From an optimization exercise on the open Yosys and OpenROAD flow, aimed at small area, a short achievable clock period and few clock cycles; shortcuts taken in it are not production practice.
At most, simulation tests tie the RTL to the original design; equivalence was not proved.
Only the layout flow was run in runs 2 and 3; the RTL was not checked for function there.
Power is estimated from default activity; no workload was simulated.

==> flow/design.v <==
`timescale 1ns/1ps
module cpuCore (
  input  logic        CLK,
  input  logic        RST,
  input  logic        en,
  input  logic        start,
  output logic [7:0]  instAddr,
  input  logic [15:0] inst,
  output logic [7:0]  dataAddr,
  output logic        dataWe,
  output logic [15:0] dataOut,
  input  logic [15:0] dataIn,
  output logic        running
);
  localparam logic [4:0] OP_HALT = 5'b00001, OP_LOAD = 5'b00010, OP_STORE = 5'b00011,
    OP_ADD = 5'b10000, OP_ADDI = 5'b10001, OP_SUB = 5'b10011, OP_SUBI = 5'b10100,
    OP_INC = 5'b10110, OP_LDIL = 5'b10111, OP_LDIH = 5'b11000, OP_XOR = 5'b11001,
    OP_AND = 5'b11010, OP_OR = 5'b11011;
  logic        runQ, haltedQ, resumed;
  logic [7:0]  pc;
  logic [15:0] regs [8];
  logic [7:0]  valid;   
  logic [15:0] opA, opB;
  logic [2:0]  eDest;
  logic [3:0]  eOff;
  logic        eWrites, eHalt, eStore, eInvB, eCin, eSra;
  logic        eSelSum, eSelLog, eSelShl, eSelShr, eSelLoad;
  logic [3:0]  eTt, fTt;
  logic [15:0] logicOut;
  logic [15:0] sum, shIn, shl, shr, res;
  logic [4:0]  fOp;
  logic [7:0]  fImm;
  logic [15:0] rA, rB, vA, nB, immValA, immValB;
  logic [7:0]  eWriting, usable, matchA, matchB;
  logic        fwdA, fwdB, immA, immB, bUsesD, fWrites;
  assign instAddr = pc;
  assign fOp  = inst[15:11];
  assign fImm = inst[7:0];
  assign bUsesD = (fOp == OP_STORE) || (fOp == OP_ADDI) || (fOp == OP_SUBI);
  assign immA   = (fOp == OP_ADDI) || (fOp == OP_SUBI);
  assign immValA = (fOp == OP_SUBI) ? {8'hFF, ~fImm} : {8'h00, fImm};
  always_comb begin
    case (fOp)
      OP_LDIL: begin immB = 1'b1; immValB = {8'h00, fImm}; end
      OP_LDIH: begin immB = 1'b1; immValB = {fImm, 8'h00}; end
      OP_INC:  begin immB = 1'b1; immValB = 16'd1; end
      default: begin immB = 1'b0; immValB = 16'd0; end
    endcase
  end
  always_comb begin
    for (int i = 0; i < 8; i++) begin
      eWriting[i] = runQ && eWrites && eDest == 3'(i);
      usable[i]   = valid[i] && !eWriting[i];
      matchA[i]   = inst[6:4] == 3'(i);
      matchB[i]   = bUsesD ? inst[10:8] == 3'(i) : inst[2:0] == 3'(i);
    end
  end
  assign fwdA = |(matchA & eWriting) && !immA;
  assign fwdB = |(matchB & eWriting) && !immB;
  always_comb begin
    rA = '0;
    rB = '0;
    for (int i = 0; i < 8; i++) begin
      rA = rA | ({16{matchA[i] && usable[i] && !immA}} & regs[i]);
      rB = rB | ({16{matchB[i] && usable[i] && !immB}} & regs[i]);
    end
  end
  assign vA = rA | ({16{immA}} & immValA) | ({16{fwdA}} & res);
  assign nB = rB | immValB | ({16{fwdB}} & res);
  always_comb begin
    case (fOp)
      OP_XOR:  fTt = 4'b0110;
      OP_AND:  fTt = 4'b1000;
      OP_OR:   fTt = 4'b1110;
      default: fTt = 4'b1010;
    endcase
  end
  assign fWrites = (fOp == OP_LOAD) || (fOp[4] && fOp != 5'b10010 && fOp != 5'b10101);
  always_ff @(posedge CLK) begin
    opA      <= vA;
    opB      <= nB;
    eDest    <= inst[10:8];
    eOff     <= inst[3:0];
    eWrites  <= fWrites;
    eHalt    <= (fOp == OP_HALT);
    eStore   <= (fOp == OP_STORE);
    eInvB    <= (fOp == OP_SUB);
    eCin     <= (fOp == OP_SUB) || (fOp == OP_SUBI);
    eSra     <= fOp[0] && fOp[4:1] == 4'b1111;
    eSelSum  <= (fOp == OP_ADD) || (fOp == OP_ADDI) || (fOp == OP_SUB) ||
                (fOp == OP_SUBI) || (fOp == OP_INC);
    eSelLog  <= (fOp == OP_XOR) || (fOp == OP_AND) || (fOp == OP_OR) ||
                (fOp == OP_LDIL) || (fOp == OP_LDIH);
    eTt      <= fTt;
    eSelShl  <= (fOp[4:1] == 4'b1110);
    eSelShr  <= (fOp[4:1] == 4'b1111);
    eSelLoad <= (fOp == OP_LOAD);
  end
  assign sum = opA + (opB ^ {16{eInvB}}) + {15'd0, eCin};
  always_comb begin
    for (int i = 0; i < 16; i++) begin
      shIn[i] = eSelShl ? opA[15-i] : opA[i];
    end
    shr = 16'($signed({eSra & opA[15], shIn}) >>> opB[3:0]);
    for (int i = 0; i < 16; i++) begin
      shl[i] = shr[15-i];
    end
  end
  always_comb begin
    for (int i = 0; i < 16; i++) begin
      logicOut[i] = eTt[{opA[i], opB[i]}];
    end
  end
  assign res = ({16{eSelSum}}  & sum) |
               ({16{eSelLog}}  & logicOut) |
               ({16{eSelShl}}  & shl) |
               ({16{eSelShr}}  & shr) |
               ({16{eSelLoad}} & dataIn);
  always_ff @(posedge CLK) begin
    if (runQ && eWrites) begin
      regs[eDest] <= res;
    end
  end
  always_ff @(posedge CLK or posedge RST) begin
    if (RST) begin
      valid <= '0;
    end else if (runQ && eWrites) begin
      valid[eDest] <= 1'b1;
    end
  end
  assign dataAddr = opA[7:0] + {4'h0, eOff};
  assign dataOut  = opB;
  assign dataWe   = runQ && eStore;
  assign running = runQ && !(eHalt && !resumed);
  always_ff @(posedge CLK or posedge RST) begin
    if (RST) begin
      runQ    <= 1'b0;
      haltedQ <= 1'b0;
      resumed <= 1'b0;
      pc      <= '0;
    end else begin
      resumed <= 1'b0;
      if (runQ) begin
        if (eHalt) begin
          runQ    <= 1'b0;
          haltedQ <= 1'b1;
        end else if (!en) begin
          runQ <= 1'b0;   
        end else begin
          pc <= pc + 8'd1;
        end
      end else if (en && start && !haltedQ) begin
        runQ    <= 1'b1;
        resumed <= 1'b1;
        pc      <= pc + 8'd1;
      end
    end
  end
endmodule
==> flow/flow/run.sh <==
#!/bin/bash
# Standard layout, with the port buffers made of sky130_fd_sc_hd__buf_1
# instead of the delay buffer buffer_ports picks by default.
set -euo pipefail
export BUFFER_PORTS_ARGS="-buffer_cell sky130_fd_sc_hd__buf_1"
bash standard.sh > standard.log 2>&1
==> flow/standard.sh <==
#!/bin/bash
# synth_recipe.tcl (not shown) runs the flow's synth.tcl, then flattens the netlist and writes it again
# the make line also repeats each setting of config.mk as NAME=value (left out here)
make -C /OpenROAD-flow-scripts/flow DESIGN_CONFIG=/design/flow/config.mk WORK_HOME=/design/flow/orfs CLKGATE_MAP_FILE= SYNTH_SCRIPT=/design/flow/synth_recipe.tcl "${@:-finish}"
==> flow/config.mk <==
export PLATFORM = sky130hd
export DESIGN_NAME = cpuCore
export DESIGN_NICKNAME = cpuCore
export VERILOG_FILES = /design/flow/design.v
export SDC_FILE = /design/flow/constraint.sdc
export NUM_CORES = 4
export LEC_CHECK = 0
export CAP_MARGIN = 20
export CORE_AREA = 5.06 5.44 215.41 214.88
export CTS_BUF_LIST = sky130_fd_sc_hd__clkbuf_8 sky130_fd_sc_hd__clkbuf_16
export DIE_AREA = 0 0 220.41 220.32
export SETUP_SLACK_MARGIN = 2.0
export SLEW_MARGIN = 20
export TNS_END_PERCENT = 20
==> flow/constraint.sdc <==
create_clock -name core_clock -period 5.0 [get_ports {CLK}]
set_input_delay 1.0000 -clock core_clock [delete_from_list [all_inputs] [get_ports {CLK}]]
set_output_delay 1.0000 -clock core_clock [all_outputs]
set_load 0.01 [all_outputs]
==> parameters.txt, run 1 <==
Parameter                              Value

Routing
  Via-per-instance ratio ... about 5.6
  Number of violations reported at the end of detailed-routing iteration 0 ... roughly 1300
  Wire length per cell after detailed routing ... 23.2 um
  Residual antenna-violating net count after detailed routing ... 0
  Routed Wire Length ... 39800 um
  Drt pass-1 iters ... 7
  Vias after detailed routing ... ~9600
  Count of unresolved DRC violations after routing ... 0

Setup path
  Number of cells traversed by the worst register-to-register path ... 8
  R2r startpoint ... opB[0]
  Crit path arrival time ... a little over 2 ns
  Class of the most critical setup path ... reg2out
  Master of the slowest instance on the critical path ... sky130_fd_sc_hd__dfxtp_4
  Crit start category ... flip-flop
  Worst setup EP type ... primary output
  Series of cell instances along the critical path ... ha_4 > inv_2 > fa_2 > nor2b_1 > o21ai_1 > nand2b_1 > nand3_1 > xnor2_1 > buf_2
  Largest stage delay on the critical path ... 0.38 ns
  End of the worst register-to-register path ... opA[13]
  Critical path fanouts, max ... 2
  Register-to-Register Setup Slack ... 1.93 ns
  Worst Path Required ... approximately 4.0 ns

Yosys
  Syn. warnings ... 1
  Number of instances in the synthesized netlist ... between 1000 and 1500
  Share of cell area taken by muxes after synthesis ... 0.0757
  Post-synth design cell area ... 11300 sq um
  Count of unique library cells instantiated by Yosys ... 74
  Share of synthesized cell area in and, or, nand and nor gates ... 0.131
  Top flip-flop cell by instance count after synthesis ... sky130_fd_sc_hd__edfxtp_1
  Main combinational cell family by area after synthesis ... compound AO/OA/AOI/OAI gates
  Syn nets ... 1096
  Number of flops mapped to enable cells by yosys ... ~130
  Proportion of synthesized flip-flops having asynchronous set or reset ... 0.0950
  Area fraction in compound gates after synthesis ... 0.213
  Arithmetic-cell share of the synthesized area counting full adders, half adders and majority gates ... 0.0331
  Mean instance size in the synthesized netlist ... between 10 and 15 sq um
  Register bit total from synthesis ... 200
  Xor and xnor fraction of the mapped netlist area ... 0.0334
  Fraction of the yosys area taken by sequential cells ... 0.477

Finish
  Most frequent cells in the layout ... 128 x sky130_fd_sc_hd__edfxtp_1, 101 x sky130_fd_sc_hd__nand2_1, 67 x sky130_fd_sc_hd__a22oi_1
  Most common cell after layout, fill and taps aside ... sky130_fd_sc_hd__edfxtp_1
  Fraction of final layout cells with drive strength greater than 1 ... 0.191
  Net count of the finished layout ... ~1200
  Antenna diode instance count ... 0
  Core utilization of the finished layout ... 0.305
  Fillers ... ~4500
  Signed area change from the synthesized netlist to the final layout ... 19.1%
  Sequential Area ... 5410 sq um
  Multi-input gate area in the final layout ... approximately 5800 sq um

GRT
  Global route hottest layer ... met2
  Pin count of the biggest net entering global routing ... 20
  Global routing usage on met2 ... 0.257
  Tot GR Track Use ... 0.160
  Antenna violations before repair ... 0
  Via count of the first global-routing pass ... between 9000 and 10000
  Met1 Usage GRT ... 0.210
  Grt met3 use ... 0.0324
  Remaining Overflow, GRT ... 0
  Wire length of the first global-routing pass ... about 59000 um

Clocking
  Clock latency reported for the late side of the worst-skew pair ... 0.44 ns
  Sink Count ... 200
  H-tree depth ... 4
  Hold buffers post-CTS ... 0
  Max Buffers Root-to-Sink ... 2
  Clock-pin slew reported for the worst setup and hold paths after clock tree synthesis ... 0.08 ns
  TritonCTS buffer count ... 17
  Clock tree from TritonCTS ... yes
  Clk Tree Root Cell ... sky130_fd_sc_hd__clkbuf_16

Worst hold path
  Hold Path Origin ... eHalt
  Tightest Hold Check Type ... reg2reg
  Hold Path End ... haltedQ
  Count of cells along the worst hold path ... 1

Timing
  Hold Violations, Final ... 0
  Part of the cycle the worst path needs ... 0.614
  Endpoints failing setup ... 0
  Maximum frequency from static timing analysis ... approximately 330 MHz
  Transition time at the pin with the least slew margin ... around 1.2 ns
  Max-slew violation count ... 0
  Final Critical Period ... between 3 and 4 ns
  Worst relative slew slack ... 0.211
  Unrepaired setup endpoints after global routing ... true
  Final sum of negative setup slack ... 0 ns
  Clock Skew ... 0.0130 ns

Placed design
  GP Congestion ... 0.905
  Detailed-placement wirelength estimate ... between 20000 and 30000 um
  I/O Buffers ... 69

Die
  Number of core rows ... 77
  DIE AREA ... slightly below 50000 sq um
  Die width ... about 220 um
  Die H ... 220 um
  Ports ... 70
  Initial Utilization ... 0.256
  CORE AREA ... between 40000 and 50000 sq um

Pwr
  LEAKAGE ... around 5 nW
  Power Density ... roughly 370 nW/um^2
  Worst VDD drop ... about 220 uV

Outcome
  Status ... no timing/DRC/antenna violations

Job
  Number of max-cap violations ... 0
-- power breakdown --
group	switching, mW	internal [mW]
Sequential	0.215	1.93
Combinational	0.868	0.582
Clock	0.640	0.724
-- worst max path at each step --
stage / endpoint / cells after the start / slack [ns] / start
2_1_floorplan: opB[5] / 11 / 1.98 / inst[14]
3_3_place_gp: opB[0] / 9 / 0.89 / inst[13]
3_5_place_dp: opB[0] / 9 / 0.79 / inst[13]
4_1_cts: dataAddr[6] / 8 / 1.61 / opA[1]
5_1_grt: dataAddr[6] / 9 / 1.75 / opA[0]
6_report: dataAddr[6] / 9 / 1.93 / opA[0]
-- flip-flops by register name, indices dropped and copies added, names as in the netlist, 3 cells and up --
name	flops
eDest	3
eOff	4
eTt	3
opA	16
opB	16
pc	8
regs	128
valid	8
-- cells by family after synthesis --
kind of cell	Yosys count
AND/OR/NAND/NOR	288
adder cells (fa/ha/maj)	28
multiplexers	61
XOR/XNOR	43
AO/OA/AOI/OAI	315
flip-flops	200
buffers and inverters	97
-- synth_stat cells, types with 4 or more instances --
library cell,number,area share
sky130_fd_sc_hd__edfxtp_1,128,0.34
sky130_fd_sc_hd__nand2_1,101,0.034
sky130_fd_sc_hd__a22oi_1,67,0.045
sky130_fd_sc_hd__dfxtp_1,53,0.094
sky130_fd_sc_hd__nor2_1,52,0.017
sky130_fd_sc_hd__o21ai_0,45,0.020
sky130_fd_sc_hd__clkbuf_1,40,0.013
sky130_fd_sc_hd__a21oi_1,32,0.014
sky130_fd_sc_hd__inv_1,31,0.010
sky130_fd_sc_hd__a221oi_1,30,0.023
sky130_fd_sc_hd__a222oi_1,29,0.026
sky130_fd_sc_hd__xor2_1,26,0.020
sky130_fd_sc_hd__ha_1,25,0.028
sky130_fd_sc_hd__mux2_2,24,0.024
sky130_fd_sc_hd__a21o_1,22,0.015
sky130_fd_sc_hd__nand3_1,22,0.0098
sky130_fd_sc_hd__dfrtp_1,19,0.042
sky130_fd_sc_hd__mux2i_1,19,0.017
sky130_fd_sc_hd__nor3_1,19,0.0084
sky130_fd_sc_hd__nand4_1,18,0.010
sky130_fd_sc_hd__xnor2_1,17,0.013
sky130_fd_sc_hd__buf_2,15,0.0067
sky130_fd_sc_hd__nand2b_1,15,0.0083
sky130_fd_sc_hd__o2111ai_1,15,0.012
sky130_fd_sc_hd__a22o_1,14,0.011
sky130_fd_sc_hd__mux4_2,12,0.024
sky130_fd_sc_hd__a211oi_1,9,0.0060
sky130_fd_sc_hd__and3_1,9,0.0050
sky130_fd_sc_hd__a211o_1,8,0.0062
sky130_fd_sc_hd__a221o_1,8,0.0071
sky130_fd_sc_hd__and2_1,8,0.0044
sky130_fd_sc_hd__nor2b_1,7,0.0039
sky130_fd_sc_hd__o21a_1,7,0.0047
sky130_fd_sc_hd__or3_1,7,0.0039
sky130_fd_sc_hd__buf_1,6,0.0020
sky130_fd_sc_hd__nor4_1,5,0.0028
sky130_fd_sc_hd__a21boi_0,4,0.0027
sky130_fd_sc_hd__nand3b_1,4,0.0027
sky130_fd_sc_hd__or2_2,4,0.0022
-- final cells by class --
| type | count | area share |
|---|---|---|
| Timing Repair Buffer | 126 | 0.0570 |
| Sequential cell | 200 | 0.403 |
| Tap cell | 592 | 0.0552 |
| Clock inverter | 12 | 0.00801 |
| Multi-Input combinational cell | 735 | 0.432 |
| Clock buffer | 20 | 0.0364 |
| Inverter | 31 | 0.00895 |
-- routing by layer --
| metal | vias up | share of wire |
|---|---|---|
| met4 | 0 | 0.041 |
| met5 | - | 0 |
| met3 | 110 | 0.092 |
| met2 | 578 | 0.46 |
| met1 | 4655 | 0.40 |
| li1 | 4213 | - |
-- metrics by stage --
| step | std cells | cell area [sq um] | hold slack, ns | power [mW] | worst slack [ns] |
|---|---|---|---|---|---|
| 3_3_place_gp | 1656 | 12300 | 0.443 | 3.48 | 0.891 |
| 2_1_floorplan | 1032 | 11400 | 0.422 | 3.03 | 1.98 |
| 6_report | 1716 | 13400 | 0.458 | 4.96 | 1.93 |
| 3_5_place_dp | 1656 | 12300 | 0.442 | 3.49 | 0.788 |
| 5_1_grt | 1716 | 13400 | 0.475 | 5.17 | 1.75 |
| 4_1_cts | 1708 | 13200 | 0.460 | 4.90 | 1.61 |
-- critical path: cells and delay by family (launching register included) --
kind	cells	cell delay, ns
AO/OA/AOI/OAI	1	0.08
adder cells (fa/ha/maj)	2	0.48
flip-flops	1	0.38
buffers and inverters	2	0.18
AND/OR/NAND/NOR	3	0.32
XOR/XNOR	1	0.17
-- repair_timing --
item	4_1_cts	5_1_grt
gates resized for setup	30	40
buffers inserted	20	8
setup endpoints to repair	167	76
pin swaps	12	15
Testbench counts, summed over its fixed seeds: cycles 9,192.
==> run 2: changes to the inputs <==
--- a/flow/design.v
+++ b/flow/design.v
@@ -29,3 +29,3 @@
   logic [15:0] logicOut;
-  logic [15:0] sum, shIn, shl, shr, res;
+  logic [15:0] sum, shl, shr, res;
   logic [4:0]  fOp;
@@ -99,11 +99,4 @@
   assign sum = opA + (opB ^ {16{eInvB}}) + {15'd0, eCin};
-  always_comb begin
-    for (int i = 0; i < 16; i++) begin
-      shIn[i] = eSelShl ? opA[15-i] : opA[i];
-    end
-    shr = 16'($signed({eSra & opA[15], shIn}) >>> opB[3:0]);
-    for (int i = 0; i < 16; i++) begin
-      shl[i] = shr[15-i];
-    end
-  end
+  assign shl = opA << opB[3:0];
+  assign shr = 16'($signed({eSra & opA[15], opA}) >>> opB[3:0]);
   always_comb begin
==> flow/run.sh (new file) <==
#!/bin/bash
# synth_recipe.tcl (not shown) runs the flow's synth.tcl, then flattens the netlist and writes it again
# the make line also repeats each setting of config.mk as NAME=value (left out here)
make -C /OpenROAD-flow-scripts/flow DESIGN_CONFIG=/design/flow/config.mk WORK_HOME=/design/flow/orfs CLKGATE_MAP_FILE= SYNTH_SCRIPT=/design/flow/synth_recipe.tcl finish
--- a/flow/config.mk
+++ b/flow/config.mk
@@ -9,3 +9,2 @@
 export CORE_AREA = 5.06 5.44 215.41 214.88
-export CTS_BUF_LIST = sky130_fd_sc_hd__clkbuf_8 sky130_fd_sc_hd__clkbuf_16
 export DIE_AREA = 0 0 220.41 220.32
@@ -13,2 +12,2 @@
 export SLEW_MARGIN = 20
-export TNS_END_PERCENT = 20
+export TNS_END_PERCENT = 5
removed: flow/flow/run.sh
removed: flow/standard.sh
==> run 2 against run 1 <==
Net effect: register-to-register slack got worse by 0.14 ns; flip-flop and latch count did not move; still clean on timing, DRC and antenna; count of clock-buffer cells in the layout fell by 2; critical path depth is 3 higher; synthesized area increased by 0.84%; non-clock buffer count fell by 1; combinational power increased by 16%; die area is the same.
==> parameters.txt, run 2 <==
Parameter                              Value

Routing
  Wire length per cell after detailed routing ... 22.4 um (-3.2%)
  Vias after detailed routing ... 9595 (+0.41%)
  Drt pass-1 iters ... 9 (+2)
  Residual antenna-violating net count after detailed routing ... 0 (unchanged)
  Via-per-instance ratio ... 5.57 (about the same)
  Number of violations reported at the end of detailed-routing iteration 0 ... 1340 (+2.7%)
  Routed Wire Length ... 38600 um (-2.9%)
  Count of unresolved DRC violations after routing ... 0 (unchanged)

Yosys
  Largest cells by area after synthesis ... sky130_fd_sc_hd__edfxtp_1 34%, sky130_fd_sc_hd__dfxtp_1 9.3%, sky130_fd_sc_hd__mux2i_1 4.3%, sky130_fd_sc_hd__dfrtp_1 4.2%, sky130_fd_sc_hd__a222oi_1 3.8%
  Fraction of the yosys area taken by sequential cells ... 0.473 (-0.00399)
  Library cell occupying the most area in the post-synthesis netlist ... sky130_fd_sc_hd__edfxtp_1
  Syn. warnings ... 1 (unchanged)
  Post-synth design cell area ... 11400 sq um (+0.84%)
  Mean instance size in the synthesized netlist ... 11.0 sq um (+0.45%)
  Top flip-flop cell by instance count after synthesis ... sky130_fd_sc_hd__edfxtp_1
  Syn nets ... 1100 (+0.36%)
  Dominant cell by count in the synthesized netlist ... sky130_fd_sc_hd__edfxtp_1
  Proportion of synthesized flip-flops having asynchronous set or reset ... 0.0950 (unchanged)
  Number of instances in the synthesized netlist ... 1036 (+0.39%)
  Most numerous cell types in the synthesized netlist ... 128 x sky130_fd_sc_hd__edfxtp_1, 80 x sky130_fd_sc_hd__nand2_1, 53 x sky130_fd_sc_hd__dfxtp_1, 53 x sky130_fd_sc_hd__nor2_1, 52 x sky130_fd_sc_hd__a21oi_1
  Register bit total from synthesis ... 200 (unchanged)
  Count of unique library cells instantiated by Yosys ... 76 (+2.7%)
  Number of flops mapped to enable cells by yosys ... 128 (unchanged)
  Proportion of netlist area held by the largest area contributor ... 0.338 (-0.00285)

Setup path
  Master of the slowest instance on the critical path ... sky130_fd_sc_hd__a311o_2
  Series of cell instances along the critical path ... buf_12 > xnor2_4 > fa_2 > inv_2 > fa_2 > a211oi_2 > nor2_1 > o31ai_2 > a31oi_2 > o2111a_1 > a311o_2 > a211o_1
  Crit path arrival time ... 3.55 ns (+1.48 ns)
  R2r startpoint ... eInvB
  Crit start category ... flip-flop
  Class of the most critical setup path ... reg2reg
  Critical path fanouts, max ... 4 (+2)
  Number of cells traversed by the worst register-to-register path ... 12 (+4)
  End of the worst register-to-register path ... opB[14]
  Crit path buffers/inverters ... 2 (unchanged)
  Kind of cell adding the most delay to the critical path ... compound AO/OA/AOI/OAI gates
  Register-to-Register Setup Slack ... 1.80 ns (-0.14 ns)
  Largest stage delay on the critical path ... 0.43 ns (+0.05 ns)
  Worst setup EP type ... flip-flop
  Worst Path Required ... 5.34 ns (+1.34 ns)
  Most used cell along the critical path ... sky130_fd_sc_hd__fa_2

Finish
  Signed area change from the synthesized netlist to the final layout ... 21.3%
  Max FFs per register ... 128 (unchanged)
  Most frequent cells in the layout ... 128 x sky130_fd_sc_hd__edfxtp_1, 80 x sky130_fd_sc_hd__nand2_1, 59 x sky130_fd_sc_hd__clkdlybuf4s50_1
  Net count of the finished layout ... 1181 (+0.51%)
  Most common cell after layout, fill and taps aside ... sky130_fd_sc_hd__edfxtp_1
  Fraction of final layout cells with drive strength greater than 1 ... 0.169 (-0.0223)
  Registers with the most flip-flops ... regs x128, opA x16, opB x16
  Register ranked first by flip-flop count ... regs
  Antenna diode instance count ... 0 (unchanged)
  Core utilization of the finished layout ... 0.313 (+0.00827)

Timing
  Hold Violations, Final ... 0 (unchanged)
  Unrepaired setup endpoints after global routing ... true
  Transition time at the pin with the least slew margin ... 1.05 ns (-0.132 ns)
  Minimum hold slack ... 0.443 ns (-0.0154 ns)
  Endpoints failing setup ... 0 (unchanged)
  Max-slew violation count ... 0 (unchanged)
  Part of the cycle the worst path needs ... 0.641 (+0.0271)
  Maximum frequency from static timing analysis ... 312 MHz (-4.2%)
  Final Critical Period ... 3.20 ns (+0.136 ns)
  Worst relative slew slack ... 0.299 (+0.0880)
  Final sum of negative setup slack ... 0 ns (unchanged)
  Clock Skew ... 0.0120 ns (-0.000988 ns)

Worst hold path
  Hold Path End ... resumed
  Hold Path Origin ... haltedQ
  Count of cells along the worst hold path ... 1 (unchanged)
  Tightest Hold Check Type ... reg2reg

Placed design
  I/O Buffers ... 69 (unchanged)
  GP Congestion ... 0.905 (about the same)
  Detailed-placement wirelength estimate ... 26200 um (-4.1%)

Clocking
  Max Buffers Root-to-Sink ... 2 (unchanged)
  Clk Tree Root Cell ... sky130_fd_sc_hd__clkbuf_16
  Sink Count ... 200 (unchanged)
  Clock latency reported for the late side of the worst-skew pair ... 0.45 ns (about the same)
  H-tree depth ... 4 (unchanged)
  Clock-pin slew reported for the worst setup and hold paths after clock tree synthesis ... 0.08 ns (about the same)
  Clock tree from TritonCTS ... yes
  Hold buffers post-CTS ... 0 (unchanged)
  TritonCTS buffer count ... 17 (unchanged)

Die
  DIE AREA ... 48600 sq um (unchanged)
  Die width ... 220 um (unchanged)
  Number of core rows ... 77 (unchanged)
  Die H ... 220 um (unchanged)
  CORE AREA ... 44000 sq um (unchanged)
  Initial Utilization ... 0.258 (+0.00216)
  Ports ... 70 (unchanged)

Outcome
  Status ... no timing/DRC/antenna violations

Pwr
  LEAKAGE ... 4.97 nW (+1.5%)
  Total chip power ... 5.20 mW (+4.9%)
  Worst VDD drop ... 227 uV (+3.5%)
  Power Density ... 377 nW/um^2 (+2.1%)

GRT
  Wire length of the first global-routing pass ... 58100 um (-1.5%)
  Remaining Overflow, GRT ... 0 (unchanged)
  Tot GR Track Use ... 0.157 (-0.00315)
  Via count of the first global-routing pass ... 9619 (+2.4%)
  Pin count of the biggest net entering global routing ... 43 (+110%)
  Antenna violations before repair ... 0 (unchanged)

Job
  Number of max-cap violations ... 0 (unchanged)
==> run 2: cell types whose count changed in the layout (fill, tap and decap cells not counted), moves of 15 or more <==
cell	previous run	this run
sky130_fd_sc_hd__mux2i_1	18	48
sky130_fd_sc_hd__a21o_1	22	37
sky130_fd_sc_hd__nand2_1	101	80
sky130_fd_sc_hd__a21oi_1	30	50
sky130_fd_sc_hd__a22oi_1	67	49
sky130_fd_sc_hd__buf_1	61	0
sky130_fd_sc_hd__clkdlybuf4s50_1	0	59
==> run 2: logic make-up (layout without fill, tap and decap cells) <==
family	Yosys count	count (layout)	synth area share
buf+inv	87	180	0.0321
mux	89	89	0.0929
xor+xnor	39	39	0.0301
flops	200	200	0.473
fa+ha+maj	28	28	0.0328
compound gates	329	330	0.213
simple gates	264	264	0.125
==> run 2: per-layer routing <==
metal,GRT usage,share of wire,up-vias
met3,0.0352,0.088,115
met4,0.0716,0.043,0
li1,-,-,4268
met1,0.198,0.40,4665
met5,0,0,-
met2,0.256,0.47,547
==> run 2: stage by stage <==
step	std cells	instance area (sq um)	setup WS, ns
2_1_floorplan	1036	11500	1.89
3_3_place_gp	1672	12900	0.880
3_5_place_dp	1672	12900	0.811
4_1_cts	1720	13800	1.77
5_1_grt	1722	13800	1.71
6_report	1722	13800	1.80
==> run 2: report_power, final <==
group	leakage, nW	switching, mW	internal, mW
Sequential	1.86	0.203	1.94
Clock	0.284	0.667	0.710
Combinational	2.83	0.933	0.748
==> run 2: worst max path at each step <==
stage	from	to	slack, ns	depth (start not counted)
finish	eInvB	opB[14]	1.80	12
global route	eInvB	opB[14]	1.71	12
CTS	opA[1]	dataAddr[7]	1.77	7
detailed placement	inst[14]	opB[0]	0.81	9
global placement	inst[14]	opB[0]	0.88	9
floorplan	opB[0]	opB[14]	1.89	13
==> run 2: cell type report <==
type | count | area (sq um)
well taps | 592 | 741
clock inverters | 14 | 159
fillers | 4439 | 30200
multi-input cells | 750 | 5810
clock buffers | 18 | 429
repair buffers | 125 | 1170
inverters | 23 | 86.3
flip-flops and latches | 200 | 5400
==> run 2: repair_timing <==
item                                    CTS  global route
cloned                                    1             0
endpoints found under the setup margin  111           110
pin swaps                                13             3
buffers inserted                         15             2
resized for setup                        42             7
==> run 3: changes to the inputs <==
==> flow/flow/run.sh (new file) <==
#!/bin/bash
# Standard layout, with the port buffers made of sky130_fd_sc_hd__buf_1
# instead of the delay buffer buffer_ports picks by default.
set -euo pipefail
export BUFFER_PORTS_ARGS="-buffer_cell sky130_fd_sc_hd__buf_1"
bash standard.sh > standard.log 2>&1
==> flow/standard.sh (new file) <==
#!/bin/bash
# synth_recipe.tcl (not shown) runs the flow's synth.tcl, then flattens the netlist and writes it again
# the make line also repeats each setting of config.mk as NAME=value (left out here)
make -C /OpenROAD-flow-scripts/flow DESIGN_CONFIG=/design/flow/config.mk WORK_HOME=/design/flow/orfs CLKGATE_MAP_FILE= SYNTH_SCRIPT=/design/flow/synth_recipe.tcl "${@:-finish}"
--- a/flow/config.mk
+++ b/flow/config.mk
@@ -9,2 +9,3 @@
 export CORE_AREA = 5.06 5.44 215.41 214.88
+export CTS_BUF_LIST = sky130_fd_sc_hd__clkbuf_4 sky130_fd_sc_hd__clkbuf_8
 export DIE_AREA = 0 0 220.41 220.32
@@ -12,2 +13,2 @@
 export SLEW_MARGIN = 20
-export TNS_END_PERCENT = 5
+export TNS_END_PERCENT = 20
removed: flow/run.sh
==> run 3 against run 2 <==
Net effect: still clean; design area is 2.2% lower; power is 8.0% lower; utilization is 0.68 points lower; combinational power hardly changed; worst setup slack better by 0.080 ns; count of clock-buffer cells in the layout is 2 higher; sequential share of layout area is 0.91 points higher; clock power is 29% lower; critical endpoint unchanged; largest cell class unchanged; highest routed layer unchanged.
==> parameters.txt, run 3 <==
Parameter                              Value

Outcome
  Status ... no timing/DRC/antenna violations

Setup path
  Most used cell along the critical path ... sky130_fd_sc_hd__fa_2
  Class of the most critical setup path ... reg2reg
  Largest stage delay on the critical path ... 0.45 ns (+0.02 ns)
  Master of the slowest instance on the critical path ... sky130_fd_sc_hd__a311o_2
  Series of cell instances along the critical path ... buf_12 > xnor2_4 > fa_2 > inv_2 > fa_2 > a211oi_2 > nor2_2 > o31ai_4 > a31oi_2 > o2111a_2 > a311o_2 > a211o_1
  Crit path arrival time ... 3.52 ns (-0.03 ns)
  Crit start category ... flip-flop
  Worst Path Required ... 5.39 ns (+0.05 ns)
  Worst setup EP type ... flip-flop
  Critical path fanouts, max ... 5 (+1)

Yosys
  Largest cells by area after synthesis ... sky130_fd_sc_hd__edfxtp_1 34%, sky130_fd_sc_hd__dfxtp_1 9.3%, sky130_fd_sc_hd__mux2i_1 4.3%, sky130_fd_sc_hd__dfrtp_1 4.2%, sky130_fd_sc_hd__a222oi_1 3.8%
  Number of instances in the synthesized netlist ... 1036 (unchanged)
  Top flip-flop cell by instance count after synthesis ... sky130_fd_sc_hd__edfxtp_1
  Library cell occupying the most area in the post-synthesis netlist ... sky130_fd_sc_hd__edfxtp_1
  Post-synth design cell area ... 11400 sq um (unchanged)
  Most numerous cell types in the synthesized netlist ... 128 x sky130_fd_sc_hd__edfxtp_1, 80 x sky130_fd_sc_hd__nand2_1, 53 x sky130_fd_sc_hd__dfxtp_1, 53 x sky130_fd_sc_hd__nor2_1, 52 x sky130_fd_sc_hd__a21oi_1
  Proportion of synthesized flip-flops having asynchronous set or reset ... 0.0950 (unchanged)
  Register bit total from synthesis ... 200 (unchanged)
  Count of unique library cells instantiated by Yosys ... 76 (unchanged)
  Syn. warnings ... 1 (unchanged)
  Syn nets ... 1100 (unchanged)
  Dominant cell by count in the synthesized netlist ... sky130_fd_sc_hd__edfxtp_1
  Fraction of the yosys area taken by sequential cells ... 0.473 (unchanged)
  Mean instance size in the synthesized netlist ... 11.0 sq um (unchanged)
  Number of flops mapped to enable cells by yosys ... 128 (unchanged)
  Proportion of netlist area held by the largest area contributor ... 0.338 (unchanged)

Die
  Number of core rows ... 77 (unchanged)
  DIE AREA ... 48600 sq um (unchanged)
  Initial Utilization ... 0.258 (unchanged)
  Ports ... 70 (unchanged)
  Die width ... 220 um (unchanged)
  Die H ... 220 um (unchanged)
  CORE AREA ... 44000 sq um (unchanged)

Clocking
  Clock tree from TritonCTS ... yes
  Clk Tree Root Cell ... sky130_fd_sc_hd__clkbuf_8
  H-tree depth ... 4 (unchanged)
  Hold buffers post-CTS ... 0 (unchanged)
  Clock-pin slew reported for the worst setup and hold paths after clock tree synthesis ... 0.11 ns (+0.03 ns)
  Clock latency reported for the late side of the worst-skew pair ... 0.49 ns (+0.04 ns)
  Max Buffers Root-to-Sink ... 2 (unchanged)
  Sink Count ... 200 (unchanged)
  TritonCTS buffer count ... 17 (unchanged)

Routing
  Via-per-instance ratio ... 5.63 (+0.97%)
  Residual antenna-violating net count after detailed routing ... 0 (unchanged)
  Drt pass-1 iters ... 9 (unchanged)
  Number of violations reported at the end of detailed-routing iteration 0 ... 1597 (+19%)
  Count of unresolved DRC violations after routing ... 0 (unchanged)
  Wire length per cell after detailed routing ... 22.8 um (+1.8%)
  Routed Wire Length ... 39700 um (+2.8%)
  Vias after detailed routing ... 9784 (+2.0%)

Timing
  Worst relative slew slack ... 0.249 (-0.0501)
  Max-slew violation count ... 0 (unchanged)
  Unrepaired setup endpoints after global routing ... true
  Minimum hold slack ... 0.464 ns (+0.0211 ns)
  Hold Violations, Final ... 0 (unchanged)
  Endpoints failing setup ... 0 (unchanged)
  Maximum frequency from static timing analysis ... 320 MHz (+2.6%)
  Clock Skew ... 0.0190 ns (+0.00693 ns)
  Transition time at the pin with the least slew margin ... 1.12 ns (+0.0702 ns)
  Final sum of negative setup slack ... 0 ns (unchanged)
  Final Critical Period ... 3.12 ns (-0.0798 ns)
  Part of the cycle the worst path needs ... 0.625 (-0.0160)
  Minimum setup slack in the final design ... 1.88 ns (+0.0798 ns)

Placed design
  GP Congestion ... 0.945 (+4.3%)
  Detailed-placement wirelength estimate ... 25900 um (-1.1%)
  I/O Buffers ... 69 (unchanged)
  Placed inst area ... 12500 sq um (-3.6%)
  Number of instances in the placed design ... 1666 (-0.36%)
  Setup WS pre-CTS ... 1.14 ns (+0.327 ns)

Finish
  Register ranked first by flip-flop count ... regs
  Fraction of final layout cells with drive strength greater than 1 ... 0.203 (+0.0343)
  Most common cell after layout, fill and taps aside ... sky130_fd_sc_hd__edfxtp_1
  Most frequent cells in the layout ... 128 x sky130_fd_sc_hd__edfxtp_1, 79 x sky130_fd_sc_hd__nand2_1, 62 x sky130_fd_sc_hd__buf_1
  Max FFs per register ... 128 (unchanged)
  Core utilization of the finished layout ... 0.306 (-0.00685)
  Registers with the most flip-flops ... regs x128, opA x16, opB x16
  Finished Layout Cells ... 1739 (+0.99%)
  Net count of the finished layout ... 1197 (+1.4%)
  Fin area ... 13500 sq um (-2.2%)
  Signed area change from the synthesized netlist to the final layout ... 18.7%

Pwr
  LEAKAGE ... 4.80 nW (-3.4%)
  Power Density ... 355 nW/um^2 (-5.9%)
  Worst VDD drop ... 188 uV (-17%)
  Total chip power ... 4.79 mW (-8.0%)

GRT
  Tot GR Track Use ... 0.159 (+0.00228)
  Remaining Overflow, GRT ... 0 (unchanged)
  Antenna violations before repair ... 1 (+1)
  Via count of the first global-routing pass ... 9534 (-0.88%)
  Pin count of the biggest net entering global routing ... 43 (unchanged)
  Wire length of the first global-routing pass ... 58900 um (+1.5%)

Job
  Number of max-cap violations ... 0 (unchanged)

Worst hold path
  Tightest Hold Check Type ... reg2reg
==> run 3: layout make-up <==
| type | instances | area [sq um] |
|---|---|---|
| timing repair buffer | 141 | 955 |
| tap | 592 | 741 |
| antenna | 1 | 2.50 |
| fill | 4478 | 30500 |
| clock inverter | 12 | 115 |
| clock buffer | 20 | 256 |
| multi-input combinational | 750 | 5930 |
| sequential | 200 | 5400 |
| inverter | 23 | 86.3 |
==> run 3: timing repair <==
| item | in CTS | in global routing |
|---|---|---|
| cloned | 1 | 1 |
| hold endpoints to repair | 0 | 0 |
| pin swaps | 14 | 20 |
| endpoints found under the setup margin | 126 | 116 |
| buffers inserted | 21 | 17 |
| resized for setup | 33 | 38 |
==> run 3: where the power goes <==
group          internal [mW]  leakage (nW)  switching [mW]
Combinational          0.690          2.76           0.968
Clock                  0.379         0.184           0.601
Sequential              1.94          1.86           0.208
Total                   3.01          4.80            1.78
==> run 3: layer usage <==
| layer | wire, um | part of all wire | GRT usage | vias up |
|---|---|---|---|---|
| met5 | 0 | 0 | 0 | - |
| met4 | 1770 | 0.045 | 0.0726 | 0 |
| met3 | 3980 | 0.10 | 0.0348 | 131 |
| met2 | 18100 | 0.46 | 0.253 | 605 |
| met1 | 15800 | 0.40 | 0.207 | 4750 |
| li1 | - | - | - | 4298 |
==> run 3: final timing paths <==
path	from	end	slack [ns]	depth (start not counted)
max reg2reg	eInvB	opB[14]	1.88	12
max in group asynchronous	RST	pc[3]	3.90	2
min reg2reg	haltedQ	resumed	0.46	1
min in group asynchronous	RST	valid[5]	0.62	2
max	eInvB	opB[14]	1.88	12
min	haltedQ	resumed	0.46	1
==> run 3: worst max-delay path, delay by kind of cell (launching register included) <==
family / cells / cell delay (ns)
flops: 1 / 0.34
xor+xnor: 1 / 0.16
simple gates: 1 / 0.10
buf+inv: 2 / 0.17
compound gates: 6 / 1.69
fa+ha+maj: 2 / 0.57
==> run 3: logic make-up after synthesis <==
family / after synthesis / synth area share
and+or+nand+nor: 264 / 0.125
muxes: 89 / 0.0929
AOI/OAI and AO/OA: 329 / 0.213
DFF: 200 / 0.473
adders and majority gates: 28 / 0.0328
buffers and inverters: 87 / 0.0321
xor gates and xnor gates: 39 / 0.0301
==> run 4: changes to the inputs <==
--- a/flow/design.v
+++ b/flow/design.v
@@ -29,3 +29,3 @@
   logic [15:0] logicOut;
-  logic [15:0] sum, shl, shr, res;
+  logic [15:0] sum, shIn, shl, shr, res;
   logic [4:0]  fOp;
@@ -99,4 +99,11 @@
   assign sum = opA + (opB ^ {16{eInvB}}) + {15'd0, eCin};
-  assign shl = opA << opB[3:0];
-  assign shr = 16'($signed({eSra & opA[15], opA}) >>> opB[3:0]);
+  always_comb begin
+    for (int i = 0; i < 16; i++) begin
+      shIn[i] = eSelShl ? opA[15-i] : opA[i];
+    end
+    shr = 16'($signed({eSra & opA[15], shIn}) >>> opB[3:0]);
+    for (int i = 0; i < 16; i++) begin
+      shl[i] = shr[15-i];
+    end
+  end
   always_comb begin
--- a/flow/config.mk
+++ b/flow/config.mk
@@ -8,5 +8,5 @@
 export CAP_MARGIN = 20
-export CORE_AREA = 5.06 5.44 215.41 214.88
+export CORE_MARGIN = 2
+export CORE_UTILIZATION = 45
 export CTS_BUF_LIST = sky130_fd_sc_hd__clkbuf_4 sky130_fd_sc_hd__clkbuf_8
-export DIE_AREA = 0 0 220.41 220.32
 export SETUP_SLACK_MARGIN = 2.0
==> run 4 against run 3 <==
Net effect: utilization rose by 22 points; largest cell class unchanged; count of clock-buffer cells in the layout fell by 3; design area shrank 5.4%; non-clock buffer count is 26 lower; combinational power is 16% lower; clock power increased by 7%.
==> parameters.txt, run 4 <==
Parameter                              Value

Outcome
  Status ... no timing/DRC/antenna violations

Timing
  Minimum hold slack ... 0.474 ns (+0.00980 ns)
  Unrepaired setup endpoints after global routing ... true
  Transition time at the pin with the least slew margin ... 1.18 ns (+0.0626 ns)
  Endpoints failing setup ... 0 (unchanged)
  Worst relative slew slack ... 0.206 (-0.0437)
  Max-slew violation count ... 0 (unchanged)
  Maximum frequency from static timing analysis ... 315 MHz (-1.5%)
  Clock Skew ... 0.0193 ns (+0.000317 ns)
  Hold Violations, Final ... 0 (unchanged)
  Part of the cycle the worst path needs ... 0.635 (+0.00977)
  Final Critical Period ... 3.17 ns (+0.0488 ns)
  Final sum of negative setup slack ... 0 ns (unchanged)

Yosys
  Most numerous cell types in the synthesized netlist ... 128 x sky130_fd_sc_hd__edfxtp_1, 101 x sky130_fd_sc_hd__nand2_1, 67 x sky130_fd_sc_hd__a22oi_1, 53 x sky130_fd_sc_hd__dfxtp_1, 52 x sky130_fd_sc_hd__nor2_1
  Proportion of netlist area held by the largest area contributor ... 0.341 (+0.00285)
  Number of instances in the synthesized netlist ... 1032 (-0.39%)
  Dominant cell by count in the synthesized netlist ... sky130_fd_sc_hd__edfxtp_1
  Library cell occupying the most area in the post-synthesis netlist ... sky130_fd_sc_hd__edfxtp_1
  Main combinational cell family by area after synthesis ... compound AO/OA/AOI/OAI gates
  Number of flops mapped to enable cells by yosys ... 128 (unchanged)
  Fraction of the yosys area taken by sequential cells ... 0.477 (+0.00399)
  Register bit total from synthesis ... 200 (unchanged)
  Syn. warnings ... 1 (unchanged)
  Top flip-flop cell by instance count after synthesis ... sky130_fd_sc_hd__edfxtp_1
  Mean instance size in the synthesized netlist ... 10.9 sq um (-0.45%)
  Syn nets ... 1096 (-0.36%)
  Proportion of synthesized flip-flops having asynchronous set or reset ... 0.0950 (unchanged)
  Arithmetic-cell share of the synthesized area counting full adders, half adders and majority gates ... 0.0331 (+0.000277)
  Share of cell area taken by muxes after synthesis ... 0.0757 (-0.0172)
  Post-synth design cell area ... 11300 sq um (-0.84%)
  Xor and xnor fraction of the mapped netlist area ... 0.0334 (+0.00336)
  Count of unique library cells instantiated by Yosys ... 74 (-2.6%)
  Share of synthesized cell area in and, or, nand and nor gates ... 0.131 (+0.00517)
  Largest cells by area after synthesis ... sky130_fd_sc_hd__edfxtp_1 34%, sky130_fd_sc_hd__dfxtp_1 9.4%, sky130_fd_sc_hd__a22oi_1 4.5%, sky130_fd_sc_hd__dfrtp_1 4.2%, sky130_fd_sc_hd__nand2_1 3.4%
  Area fraction in compound gates after synthesis ... 0.213 (about the same)

GRT
  Remaining Overflow, GRT ... 0 (unchanged)
  Tot GR Track Use ... 0.283 (+0.124)
  Antenna violations before repair ... 0 (-1)
  Wire length of the first global-routing pass ... 55700 um (-5.5%)
  Pin count of the biggest net entering global routing ... 27 (-37%)
  Via count of the first global-routing pass ... 9179 (-3.7%)

Pwr
  Switching part of the total power ... 0.374 (+0.00326)
  Clock power share ... 0.228 (+0.023)
  Sw Pwr ... 1.73 mW (-2.8%)
  Design internal power ... 2.89 mW (-4.1%)
  Power Density ... 361 nW/um^2 (+1.8%)
  LEAKAGE ... 4.74 nW (-1.3%)
  Comb power frac ... 0.303 (-0.043)
  Share of power burned in registers ... 0.469 (+0.020)
  Worst VDD drop ... 182 uV (-3.0%)

Routing
  Routed Wire Length ... 37500 um (-5.4%)
  Wire length per cell after detailed routing ... 26.1 um (+14%)
  Count of unresolved DRC violations after routing ... 0 (unchanged)
  Uppermost layer routed ... met4
  Residual antenna-violating net count after detailed routing ... 0 (unchanged)
  Detail Route met3 WL ... 3210 um (-19%)
  Via-per-instance ratio ... 6.63 (+18%)
  Vias after detailed routing ... 9523 (-2.7%)
  Detailed-routing wirelength on met1 ... 15300 um (-3.5%)
  Drt pass-1 iters ... 8 (-1)
  Number of violations reported at the end of detailed-routing iteration 0 ... 1749 (+9.5%)
  Met2 routed WL ... 17600 um (-3.0%)

Finish
  Signed area change from the synthesized netlist to the final layout ... 13.3%
  Antenna diode instance count ... 0 (-1)
  Register ranked first by flip-flop count ... regs
  Most common cell after layout, fill and taps aside ... sky130_fd_sc_hd__edfxtp_1
  Max FFs per register ... 128 (unchanged)
  Registers with the most flip-flops ... regs x128, opA x16, opB x16
  Most frequent cells in the layout ... 128 x sky130_fd_sc_hd__edfxtp_1, 100 x sky130_fd_sc_hd__nand2_1, 67 x sky130_fd_sc_hd__a22oi_1
  Net count of the finished layout ... 1164 (-2.8%)
  Fraction of final layout cells with drive strength greater than 1 ... 0.181 (-0.0227)
  Fillers ... 2176 (-51%)

Placed design
  GP Congestion ... 0.949 (+0.46%)
  I/O Buffers ... 69 (unchanged)
  Detailed-placement wirelength estimate ... 25300 um (-2.1%)

Clocking
  Clk Tree Root Cell ... sky130_fd_sc_hd__clkbuf_8
  Clock-pin slew reported for the worst setup and hold paths after clock tree synthesis ... 0.11 ns (about the same)
  Clock tree from TritonCTS ... yes
  Clock latency reported for the late side of the worst-skew pair ... 0.47 ns (-0.02 ns)
  TritonCTS buffer count ... 17 (unchanged)
  Max Buffers Root-to-Sink ... 2 (unchanged)
  Sink Count ... 200 (unchanged)
  Hold buffers post-CTS ... 0 (unchanged)
  H-tree depth ... 4 (unchanged)

Die
  CORE AREA ... 24500 sq um (-44%)
  Ports ... 70 (unchanged)
  Number of core rows ... 57 (-26%)
  Die width ... 162 um (-26%)
  Die H ... 162 um (-26%)
  DIE AREA ... 26300 sq um (-46%)
  Initial Utilization ... 0.461 (+0.203)

Setup path
  Crit start category ... flip-flop
  Critical path fanouts, max ... 8 (+3)
  Class of the most critical setup path ... reg2reg
  Register-to-Register Setup Slack ... 1.83 ns (-0.05 ns)
  Number of cells traversed by the worst register-to-register path ... 12 (unchanged)
  End of the worst register-to-register path ... regs[2][12]
  R2r startpoint ... eInvB
  Worst setup EP type ... flip-flop
  Worst Path Required ... 5.21 ns (-0.18 ns)
  Crit path arrival time ... 3.38 ns (-0.14 ns)

Worst hold path
  Tightest Hold Check Type ... reg2reg
  Hold Path Origin ... valid[1]
  Hold Path End ... valid[1]
  Count of cells along the worst hold path ... 1 (unchanged)

Job
  Number of max-cap violations ... 0 (unchanged)
==> run 4: how the worst max path moves through the flow <==
| stage | startpoint | endpoint | slack (ns) | cells past startpoint |
|---|---|---|---|---|
| after floorplan | inst[14] | opB[5] | 1.98 | 11 |
| after global routing | eInvB | regs[2][12] | 1.75 | 13 |
| after detailed placement | inst[13] | opB[14] | 0.81 | 8 |
| after CTS | opA[4] | regs[4][13] | 1.83 | 7 |
| after global placement | inst[13] | opB[14] | 0.89 | 8 |
| final | eInvB | regs[2][12] | 1.83 | 12 |
==> run 4: metrics by stage <==
stage               instance area [sq um]  power, mW  utilization  worst slack (ns)  instances
global route                        12800       4.81        0.522              1.75       1437
CTS                                 12700       4.57        0.518              1.83       1434
floorplan                           11400       3.03            -              1.98       1032
detailed placement                  12000       3.48        0.489             0.810       1385
global placement                    12000       3.47        0.489             0.892       1385
finish                              12800       4.61        0.522              1.83       1437
==> run 4: layer usage <==
layer | track usage | up-vias
li1 | - | 4194
met3 | 0.0472 | 113
met1 | 0.379 | 4637
met4 | 0.120 | 0
met5 | 0 | -
met2 | 0.458 | 579
==> run 4: worst max-delay path: stages, from the launching register on <==
cell and delay, ns:
sky130_fd_sc_hd__dfxtp_2 0.34, sky130_fd_sc_hd__buf_12 0.13, sky130_fd_sc_hd__buf_4 0.17, sky130_fd_sc_hd__xor2_1 0.18, sky130_fd_sc_hd__ha_1 0.43, sky130_fd_sc_hd__nand3_1 0.12, sky130_fd_sc_hd__o211ai_1 0.28, sky130_fd_sc_hd__o41ai_2 0.09
sky130_fd_sc_hd__buf_4 0.16, sky130_fd_sc_hd__a221oi_2 0.24, sky130_fd_sc_hd__xor2_1 0.15, sky130_fd_sc_hd__a221oi_4 0.47, sky130_fd_sc_hd__inv_2 0.13
==> run 4: power by group through the flow <==
stage / Sequential, mW / Clock [mW] / Combinational, mW
after floorplan: 2.09 / 0 / 0.938
after global placement: 2.20 / 0 / 1.26
after detailed placement: 2.20 / 0 / 1.27
after CTS: 2.15 / 1.07 / 1.35
after global routing: 2.18 / 1.13 / 1.51
final: 2.17 / 1.05 / 1.40
==> run 4: cell families after synthesis <==
kind of cell	count (synthesis)
XOR/XNOR	43
adder cells (fa/ha/maj)	28
multiplexers	61
flip-flops	200
AND/OR/NAND/NOR	288
buffers and inverters	97
AO/OA/AOI/OAI	315
==> run 4: cell type report <==
type                    count  area [sq um]  share of cell area
clock inverters            15           193              0.0151
clock buffers              17           234              0.0183
inverters                  31           116             0.00912
multi-input cells         735          5750               0.450
well taps                 324           405              0.0318
flip-flops and latches    200          5410               0.424
repair buffers            115           661              0.0518
==> run 4: what timing repair did <==
| item | in CTS | in global routing |
|---|---|---|
| resized for setup | 43 | 21 |
| endpoints found under the hold margin | 0 | 0 |
| pin swaps | 14 | 9 |
| endpoints found under the setup margin | 157 | 106 |
| buffers inserted | 17 | 3 |
Testbench counts of run 4, summed over its fixed seeds: cycles 9,192.
==> run 5: changes to the inputs <==
--- a/flow/config.mk
+++ b/flow/config.mk
@@ -9,3 +9,3 @@
 export CORE_MARGIN = 2
-export CORE_UTILIZATION = 45
+export CORE_UTILIZATION = 55
 export CTS_BUF_LIST = sky130_fd_sc_hd__clkbuf_4 sky130_fd_sc_hd__clkbuf_8
==> run 5 against run 4 <==
Net effect: sequential share of layout area shrank 0.49 points; utilization grew 12 points; clock skew shrank 0.0041 ns; count of clock-buffer cells in the layout grew 1; non-clock buffer count grew 14; cell count shrank 2.7%; power grew 0.73%; critical endpoint is now dataAddr[7]; largest cell class unchanged.
==> parameters.txt, run 5 <==
Parameter                              Value

Outcome
  Status ... no timing/DRC/antenna violations

Clocking
  Hold buffers post-CTS ... 0 (unchanged)
  H-tree depth ... 4 (unchanged)
  TritonCTS buffer count ... 17 (unchanged)
  Sink Count ... 200 (unchanged)
  Clock-pin slew reported for the worst setup and hold paths after clock tree synthesis ... 0.10 ns (about the same)
  Clk Tree Root Cell ... sky130_fd_sc_hd__clkbuf_8
  Clock tree from TritonCTS ... yes
  Max Buffers Root-to-Sink ... 2 (unchanged)
  Clock latency reported for the late side of the worst-skew pair ... 0.48 ns (about the same)

GRT
  Tot GR Track Use ... 0.347 (+0.0641)
  Via count of the first global-routing pass ... 8948 (-2.5%)
  Antenna violations before repair ... 0 (unchanged)
  Pin count of the biggest net entering global routing ... 20 (-26%)
  Remaining Overflow, GRT ... 0 (unchanged)
  Wire length of the first global-routing pass ... 55900 um (+0.38%)

Die
  DIE AREA ... 21700 sq um (-18%)
  Die H ... 147 um (-9.3%)
  Number of core rows ... 52 (-8.8%)
  CORE AREA ... 20200 sq um (-18%)
  Die width ... 147 um (-9.3%)
  Ports ... 70 (unchanged)
  Initial Utilization ... 0.559 (+0.0981)

Timing
  Max-slew violation count ... 0 (unchanged)
  Maximum frequency from static timing analysis ... 321 MHz (+1.8%)
  Part of the cycle the worst path needs ... 0.624 (-0.0111)
  Minimum hold slack ... 0.450 ns (-0.0233 ns)
  Final Critical Period ... 3.12 ns (-0.0554 ns)
  Clock Skew ... 0.0151 ns (-0.00413 ns)
  Worst relative slew slack ... 0.276 (+0.0707)
  Hold Violations, Final ... 0 (unchanged)
  Endpoints failing setup ... 0 (unchanged)
  Minimum setup slack in the final design ... 1.88 ns (+0.0554 ns)
  Unrepaired setup endpoints after global routing ... true
  Transition time at the pin with the least slew margin ... 1.08 ns (-0.102 ns)
  Final sum of negative setup slack ... 0 ns (unchanged)

Routing
  Routed Wire Length ... 37700 um (+0.34%)
  Via-per-instance ratio ... 6.93 (+4.5%)
  Count of unresolved DRC violations after routing ... 0 (unchanged)
  Vias after detailed routing ... 9686 (+1.7%)
  Detail Route met3 WL ... 3680 um (+15%)
  Wire length per cell after detailed routing ... 26.9 um (+3.1%)
  Number of violations reported at the end of detailed-routing iteration 0 ... 1144 (-35%)
  Detailed-routing wirelength on met1 ... 14900 um (-2.6%)
  Met2 routed WL ... 17300 um (-1.7%)
  Drt pass-1 iters ... 8 (unchanged)
  Uppermost layer routed ... met4
  Residual antenna-violating net count after detailed routing ... 0 (unchanged)

Finish
  Core utilization of the finished layout ... 0.641 (+0.119)
  Antenna diode instance count ... 0 (unchanged)
  Finished Layout Cells ... 1398 (-2.7%)
  Fillers ... 1654 (-24%)
  Fraction of final layout cells with drive strength greater than 1 ... 0.201 (+0.0206)
  Max FFs per register ... 128 (unchanged)
  Most common cell after layout, fill and taps aside ... sky130_fd_sc_hd__edfxtp_1
  Fin area ... 12900 sq um (+1.2%)
  Sequential Area ... 5410 sq um (about the same)
  Register ranked first by flip-flop count ... regs
  Net count of the finished layout ... 1179 (+1.3%)
  Most frequent cells in the layout ... 128 x sky130_fd_sc_hd__edfxtp_1, 101 x sky130_fd_sc_hd__nand2_1, 67 x sky130_fd_sc_hd__a22oi_1
  Registers with the most flip-flops ... regs x128, opA x16, opB x16
  Multi-input gate area in the final layout ... 5870 sq um (+2.1%)
  Signed area change from the synthesized netlist to the final layout ... 14.6%

Setup path
  End of the critical path ... dataAddr[7]
  Crit start category ... flip-flop
  Worst Path Required ... 4.00 ns (-1.21 ns)
  Worst setup EP type ... primary output
  Crit path arrival time ... 2.12 ns (-1.26 ns)
  Series of cell instances along the critical path ... ha_1 > a21o_1 > a21oi_2 > nor2b_2 > o2111ai_1 > xnor2_1 > buf_2
  Number of cells traversed by the worst register-to-register path ... 14 (+2)
  Class of the most critical setup path ... reg2out
  Largest stage delay on the critical path ... 0.39 ns (-0.08 ns)
  End of the worst register-to-register path ... opA[12]
  Register-to-Register Setup Slack ... 1.89 ns (+0.06 ns)
  R2r startpoint ... eInvB
  Critical path fanouts, max ... 8 (unchanged)
  Worst setup path startpoint ... opA[1]
  Master of the slowest instance on the critical path ... sky130_fd_sc_hd__dfxtp_4

Pwr
  Share of power burned in registers ... 0.463 (-0.006)
  Worst VDD drop ... 255 uV (+40%)
  Clock power share ... 0.221 (-0.007)
  Power Density ... 360 nW/um^2 (-0.47%)
  Sw Pwr ... 1.70 mW (-1.8%)
  Design internal power ... 2.95 mW (+2.2%)
  Total chip power ... 4.65 mW (+0.73%)
  Comb power frac ... 0.316 (+0.013)
  LEAKAGE ... 4.84 nW (+1.9%)
  Switching part of the total power ... 0.365 (-0.00934)

Yosys
  Register bit total from synthesis ... 200 (unchanged)
  Number of flops mapped to enable cells by yosys ... 128 (unchanged)
  Most numerous cell types in the synthesized netlist ... 128 x sky130_fd_sc_hd__edfxtp_1, 101 x sky130_fd_sc_hd__nand2_1, 67 x sky130_fd_sc_hd__a22oi_1, 53 x sky130_fd_sc_hd__dfxtp_1, 52 x sky130_fd_sc_hd__nor2_1
  Largest cells by area after synthesis ... sky130_fd_sc_hd__edfxtp_1 34%, sky130_fd_sc_hd__dfxtp_1 9.4%, sky130_fd_sc_hd__a22oi_1 4.5%, sky130_fd_sc_hd__dfrtp_1 4.2%, sky130_fd_sc_hd__nand2_1 3.4%
  Proportion of synthesized flip-flops having asynchronous set or reset ... 0.0950 (unchanged)
  Top flip-flop cell by instance count after synthesis ... sky130_fd_sc_hd__edfxtp_1
  Syn. warnings ... 1 (unchanged)
  Mean instance size in the synthesized netlist ... 10.9 sq um (unchanged)
  Post-synth design cell area ... 11300 sq um (unchanged)
  Syn nets ... 1096 (unchanged)
  Fraction of the yosys area taken by sequential cells ... 0.477 (unchanged)
  Library cell occupying the most area in the post-synthesis netlist ... sky130_fd_sc_hd__edfxtp_1
  Proportion of netlist area held by the largest area contributor ... 0.341 (unchanged)
  Dominant cell by count in the synthesized netlist ... sky130_fd_sc_hd__edfxtp_1
  Number of instances in the synthesized netlist ... 1032 (unchanged)
  Count of unique library cells instantiated by Yosys ... 74 (unchanged)

Placed design
  I/O Buffers ... 69 (unchanged)
  GP Congestion ... 0.970 (+2.2%)
  Detailed-placement wirelength estimate ... 24600 um (-3.0%)
  Setup WS pre-CTS ... 0.869 ns (+0.0597 ns)
  Placed inst area ... 11900 sq um (-0.24%)
  Number of instances in the placed design ... 1331 (-3.9%)

Job
  Number of max-cap violations ... 0 (unchanged)

Worst hold path
  Tightest Hold Check Type ... reg2reg
run 5: cell count changes in the layout (fill, tap and decap cells not counted), sizes merged:
cell      change
clkinv        +1
clkbuf        +2
inv           -4
clkinvlp      +1
bufinv        +1
buf          +13
a41oi         +1
run 5: final cells by class:
cell class,instances,share of cell area
sequential,200,0.419
clock buffer,18,0.0187
multi-input combinational,736,0.454
clock inverter,14,0.0130
timing repair buffer,129,0.0598
inverter,31,0.00949
tap,270,0.0262
run 5: critical path: cells and delay by family, from the launching register on:
| kind | cells | cell delay [ns] |
|---|---|---|
| xor+xnor | 1 | 0.14 |
| buf+inv | 1 | 0.15 |
| flops | 1 | 0.39 |
| simple gates | 1 | 0.07 |
| fa+ha+maj | 1 | 0.29 |
| compound gates | 3 | 0.60 |
run 5: routing by layer:
| layer | up-vias | global-route usage |
|---|---|---|
| li1 | 4225 | - |
| met1 | 4765 | 0.466 |
| met2 | 572 | 0.546 |
| met3 | 124 | 0.0705 |
| met4 | 0 | 0.162 |
| met5 | - | 0 |
run 5: cells by family (layout without fill, tap and decap cells):
family                   Yosys count  count (layout)  synth area share
buffers and inverters             97             192            0.0366
AO/OA/AOI/OAI                    315             316             0.213
adder cells (fa/ha/maj)           28              28            0.0331
AND/OR/NAND/NOR                  288             288             0.131
XOR/XNOR                          43              43            0.0334
multiplexers                      61              61            0.0757
flip-flops                       200             200             0.477
run 5: how the worst min path moves through the flow:
stage / from / to / slack, ns / cells after the start
2_1_floorplan: valid[7] / valid[7] / 0.42 / 1
3_3_place_gp: haltedQ / resumed / 0.43 / 1
3_5_place_dp: haltedQ / resumed / 0.44 / 1
4_1_cts: haltedQ / resumed / 0.45 / 1
5_1_grt: valid[1] / valid[1] / 0.48 / 1
6_report: haltedQ / resumed / 0.45 / 1
run 5: power by group through the flow:
| stage | Combinational, mW | Sequential, mW | Clock (mW) |
|---|---|---|---|
| 3_3_place_gp | 1.29 | 2.19 | 0 |
| 4_1_cts | 1.36 | 2.14 | 1.04 |
| 6_report | 1.47 | 2.15 | 1.03 |
| 5_1_grt | 1.58 | 2.16 | 1.10 |
| 3_5_place_dp | 1.30 | 2.19 | 0 |
| 2_1_floorplan | 0.938 | 2.09 | 0 |
run 5: repair_timing:
action	4_1_cts	5_1_grt
resized for setup	42	40
setup endpoints to repair	157	144
pin swaps	15	19
setup buffers	17	17
gates cloned	1	0
==> run 6: changes to the inputs <==
--- a/flow/config.mk
+++ b/flow/config.mk
@@ -9,3 +9,3 @@
 export CORE_MARGIN = 2
-export CORE_UTILIZATION = 55
+export CORE_UTILIZATION = 50
 export CTS_BUF_LIST = sky130_fd_sc_hd__clkbuf_4 sky130_fd_sc_hd__clkbuf_8
==> run 6 against run 5 <==
Net effect: routed wire length rose by 0.14%; global-route usage fell by 3.0 points; cell count fell by 0.21%; sequential share of layout area rose by 0.39 points; combinational power fell by 3%; fmax fell by 1.1%; hold slack improved by 0.0084 ns; flip-flop and latch count did not move; worst setup slack got worse by 0.036 ns; power fell by 2.3%; critical path type is now reg2reg; largest power group unchanged.
==> parameters.txt, run 6 <==
Parameter                              Value

Setup path
  Register-to-Register Setup Slack ... 1.85 ns (-0.04 ns)
  R2r startpoint ... eInvB
  Crit path arrival time ... 3.35 ns (+1.23 ns)
  Critical path fanouts, max ... 8 (unchanged)
  Crit path buffers/inverters ... 4 (+3)
  End of the worst register-to-register path ... regs[0][10]
  Series of cell instances along the critical path ... buf_12 > xnor2_4 > fa_2 > inv_2 > fa_2 > a21oi_2 > o211ai_1 > o41ai_2 > buf_4 > a21boi_1 > xor2_1 > a221oi_2 > inv_1
  Class of the most critical setup path ... reg2reg
  Crit start category ... flip-flop
  Worst setup EP type ... flip-flop
  Worst Path Required ... 5.20 ns (+1.20 ns)
  Largest stage delay on the critical path ... 0.41 ns (+0.02 ns)

Pwr
  Clock power share ... 0.209 (-0.012)
  Design internal power ... 2.86 mW (-3.0%)
  Worst VDD drop ... 172 uV (-32%)
  Switching part of the total power ... 0.370 (+0.00451)
  Sw Pwr ... 1.68 mW (-1.1%)
  Power Density ... 355 nW/um^2 (-1.4%)
  LEAKAGE ... 4.75 nW (-1.7%)

Timing
  Part of the cycle the worst path needs ... 0.631 (+0.00723)
  Final sum of negative setup slack ... 0 ns (unchanged)
  Transition time at the pin with the least slew margin ... 1.17 ns (+0.0856 ns)
  Maximum frequency from static timing analysis ... 317 MHz (-1.1%)
  Worst relative slew slack ... 0.222 (-0.0547)
  Endpoints failing setup ... 0 (unchanged)
  Minimum setup slack in the final design ... 1.85 ns (-0.0362 ns)
  Clock Skew ... 0.0179 ns (+0.00272 ns)

Clocking
  Sink Count ... 200 (unchanged)
  Clock-pin slew reported for the worst setup and hold paths after clock tree synthesis ... 0.10 ns (about the same)
  Clk Tree Root Cell ... sky130_fd_sc_hd__clkbuf_8
  Max Buffers Root-to-Sink ... 2 (unchanged)
  H-tree depth ... 4 (unchanged)

Routing
  Routed Wire Length ... 37700 um (+0.14%)
  Via-per-instance ratio ... 6.84 (-1.3%)
  Drt pass-1 iters ... 8 (unchanged)
  Vias after detailed routing ... 9540 (-1.5%)
  Residual antenna-violating net count after detailed routing ... 0 (unchanged)
  Wire length per cell after detailed routing ... 27.0 um (+0.36%)
  Count of unresolved DRC violations after routing ... 0 (unchanged)

Yosys
  Proportion of synthesized flip-flops having asynchronous set or reset ... 0.0950 (unchanged)
  Number of flops mapped to enable cells by yosys ... 128 (unchanged)
  Top flip-flop cell by instance count after synthesis ... sky130_fd_sc_hd__edfxtp_1
  Post-synth design cell area ... 11300 sq um (unchanged)
  Register bit total from synthesis ... 200 (unchanged)
  Fraction of the yosys area taken by sequential cells ... 0.477 (unchanged)
  Largest cells by area after synthesis ... sky130_fd_sc_hd__edfxtp_1 34%, sky130_fd_sc_hd__dfxtp_1 9.4%, sky130_fd_sc_hd__a22oi_1 4.5%, sky130_fd_sc_hd__dfrtp_1 4.2%, sky130_fd_sc_hd__nand2_1 3.4%
  Syn. warnings ... 1 (unchanged)
  Count of unique library cells instantiated by Yosys ... 74 (unchanged)
  Most numerous cell types in the synthesized netlist ... 128 x sky130_fd_sc_hd__edfxtp_1, 101 x sky130_fd_sc_hd__nand2_1, 67 x sky130_fd_sc_hd__a22oi_1, 53 x sky130_fd_sc_hd__dfxtp_1, 52 x sky130_fd_sc_hd__nor2_1
  Dominant cell by count in the synthesized netlist ... sky130_fd_sc_hd__edfxtp_1

Finish
  Register ranked first by flip-flop count ... regs
  Signed area change from the synthesized netlist to the final layout ... 13.6%
  Fraction of final layout cells with drive strength greater than 1 ... 0.181 (-0.0201)
  Most frequent cells in the layout ... 128 x sky130_fd_sc_hd__edfxtp_1, 101 x sky130_fd_sc_hd__nand2_1, 67 x sky130_fd_sc_hd__a22oi_1
  Registers with the most flip-flops ... regs x128, opA x16, opB x16
  Max FFs per register ... 128 (unchanged)
  Fin area ... 12800 sq um (-0.92%)

GRT
  Antenna violations before repair ... 0 (unchanged)
  Remaining Overflow, GRT ... 0 (unchanged)
  Pin count of the biggest net entering global routing ... 20 (unchanged)

Outcome
  Status ... no timing/DRC/antenna violations

Die
  DIE AREA ... 23800 sq um (+9.7%)
  Die width ... 154 um (+4.8%)
  Ports ... 70 (unchanged)
  Die H ... 154 um (+4.8%)

Placed design
  I/O Buffers ... 69 (unchanged)
  Detailed-placement wirelength estimate ... 24900 um (+1.2%)
  GP Congestion ... 0.962 (-0.81%)

Job
  Number of max-cap violations ... 0 (unchanged)

Worst hold path
  Tightest Hold Check Type ... reg2reg
  Hold Path End ... resumed
-- run 6: cell counts after synthesis --
Identical to the previous run, type by type.
-- run 6: what timing repair did --
item / 4_1_cts / 5_1_grt
buffers inserted: 15 / 8
gates resized for setup: 47 / 26
setup endpoints to repair: 158 / 122
hold buffers: 0 / 0
endpoints found under the hold margin: 0 / 0
cloned: 1 / 0
pin swaps: 15 / 14
-- run 6: layout make-up --
type                            count  area [sq um]  share of cell area
Sequential cell                   200          5410               0.423
Clock buffer                       18           241              0.0189
Multi-Input combinational cell    736          5880               0.459
Inverter                           31           121             0.00948
Tap cell                          280           350              0.0274
Clock inverter                     14           115             0.00899
Timing Repair Buffer              116           683              0.0534
-- run 6: worst max-delay path by stage --
stage,end,slack [ns],startpoint
2_1_floorplan,opB[5],1.98,inst[14]
3_3_place_gp,opB[0],0.91,inst[13]
3_5_place_dp,opB[2],0.80,inst[13]
4_1_cts,dataAddr[6],1.86,opA[0]
5_1_grt,opA[14],1.73,eInvB
6_report,regs[0][10],1.85,eInvB
-- run 6: through the flow --
step	hold slack [ns]	power, mW	utilization
after global routing	0.488	4.75	0.583
final	0.459	4.54	0.583
after global placement	0.438	3.48	0.544
after floorplan	0.422	3.03	-
after CTS	0.457	4.47	0.575
after detailed placement	0.442	3.49	0.544
-- run 6: power by group through the flow --
stage          clock network, mW  logic [mW]  registers (mW)
6_report                   0.946        1.42            2.17
5_1_grt                     1.03        1.53            2.19
4_1_cts                    0.957        1.35            2.16
3_5_place_dp                   0        1.28            2.20
3_3_place_gp                   0        1.28            2.20
2_1_floorplan                  0       0.938            2.09
-- run 6: cells by family after synthesis --
kind of cell / share of synthesized area
AOI/OAI and AO/OA: 0.213
xor gates and xnor gates: 0.0334
adders and majority gates: 0.0331
buffers and inverters: 0.0366
DFF: 0.477
muxes: 0.0757
and+or+nand+nor: 0.131
-- run 6: layer usage --
metal | routed length [um] | vias to the layer above | GRT usage
met4 | 1950 | 0 | 0.169
met3 | 3690 | 117 | 0.0620
met2 | 16900 | 602 | 0.485
li1 | - | 4206 | -
met5 | 0 | - | 0
met1 | 15200 | 4615 | 0.429
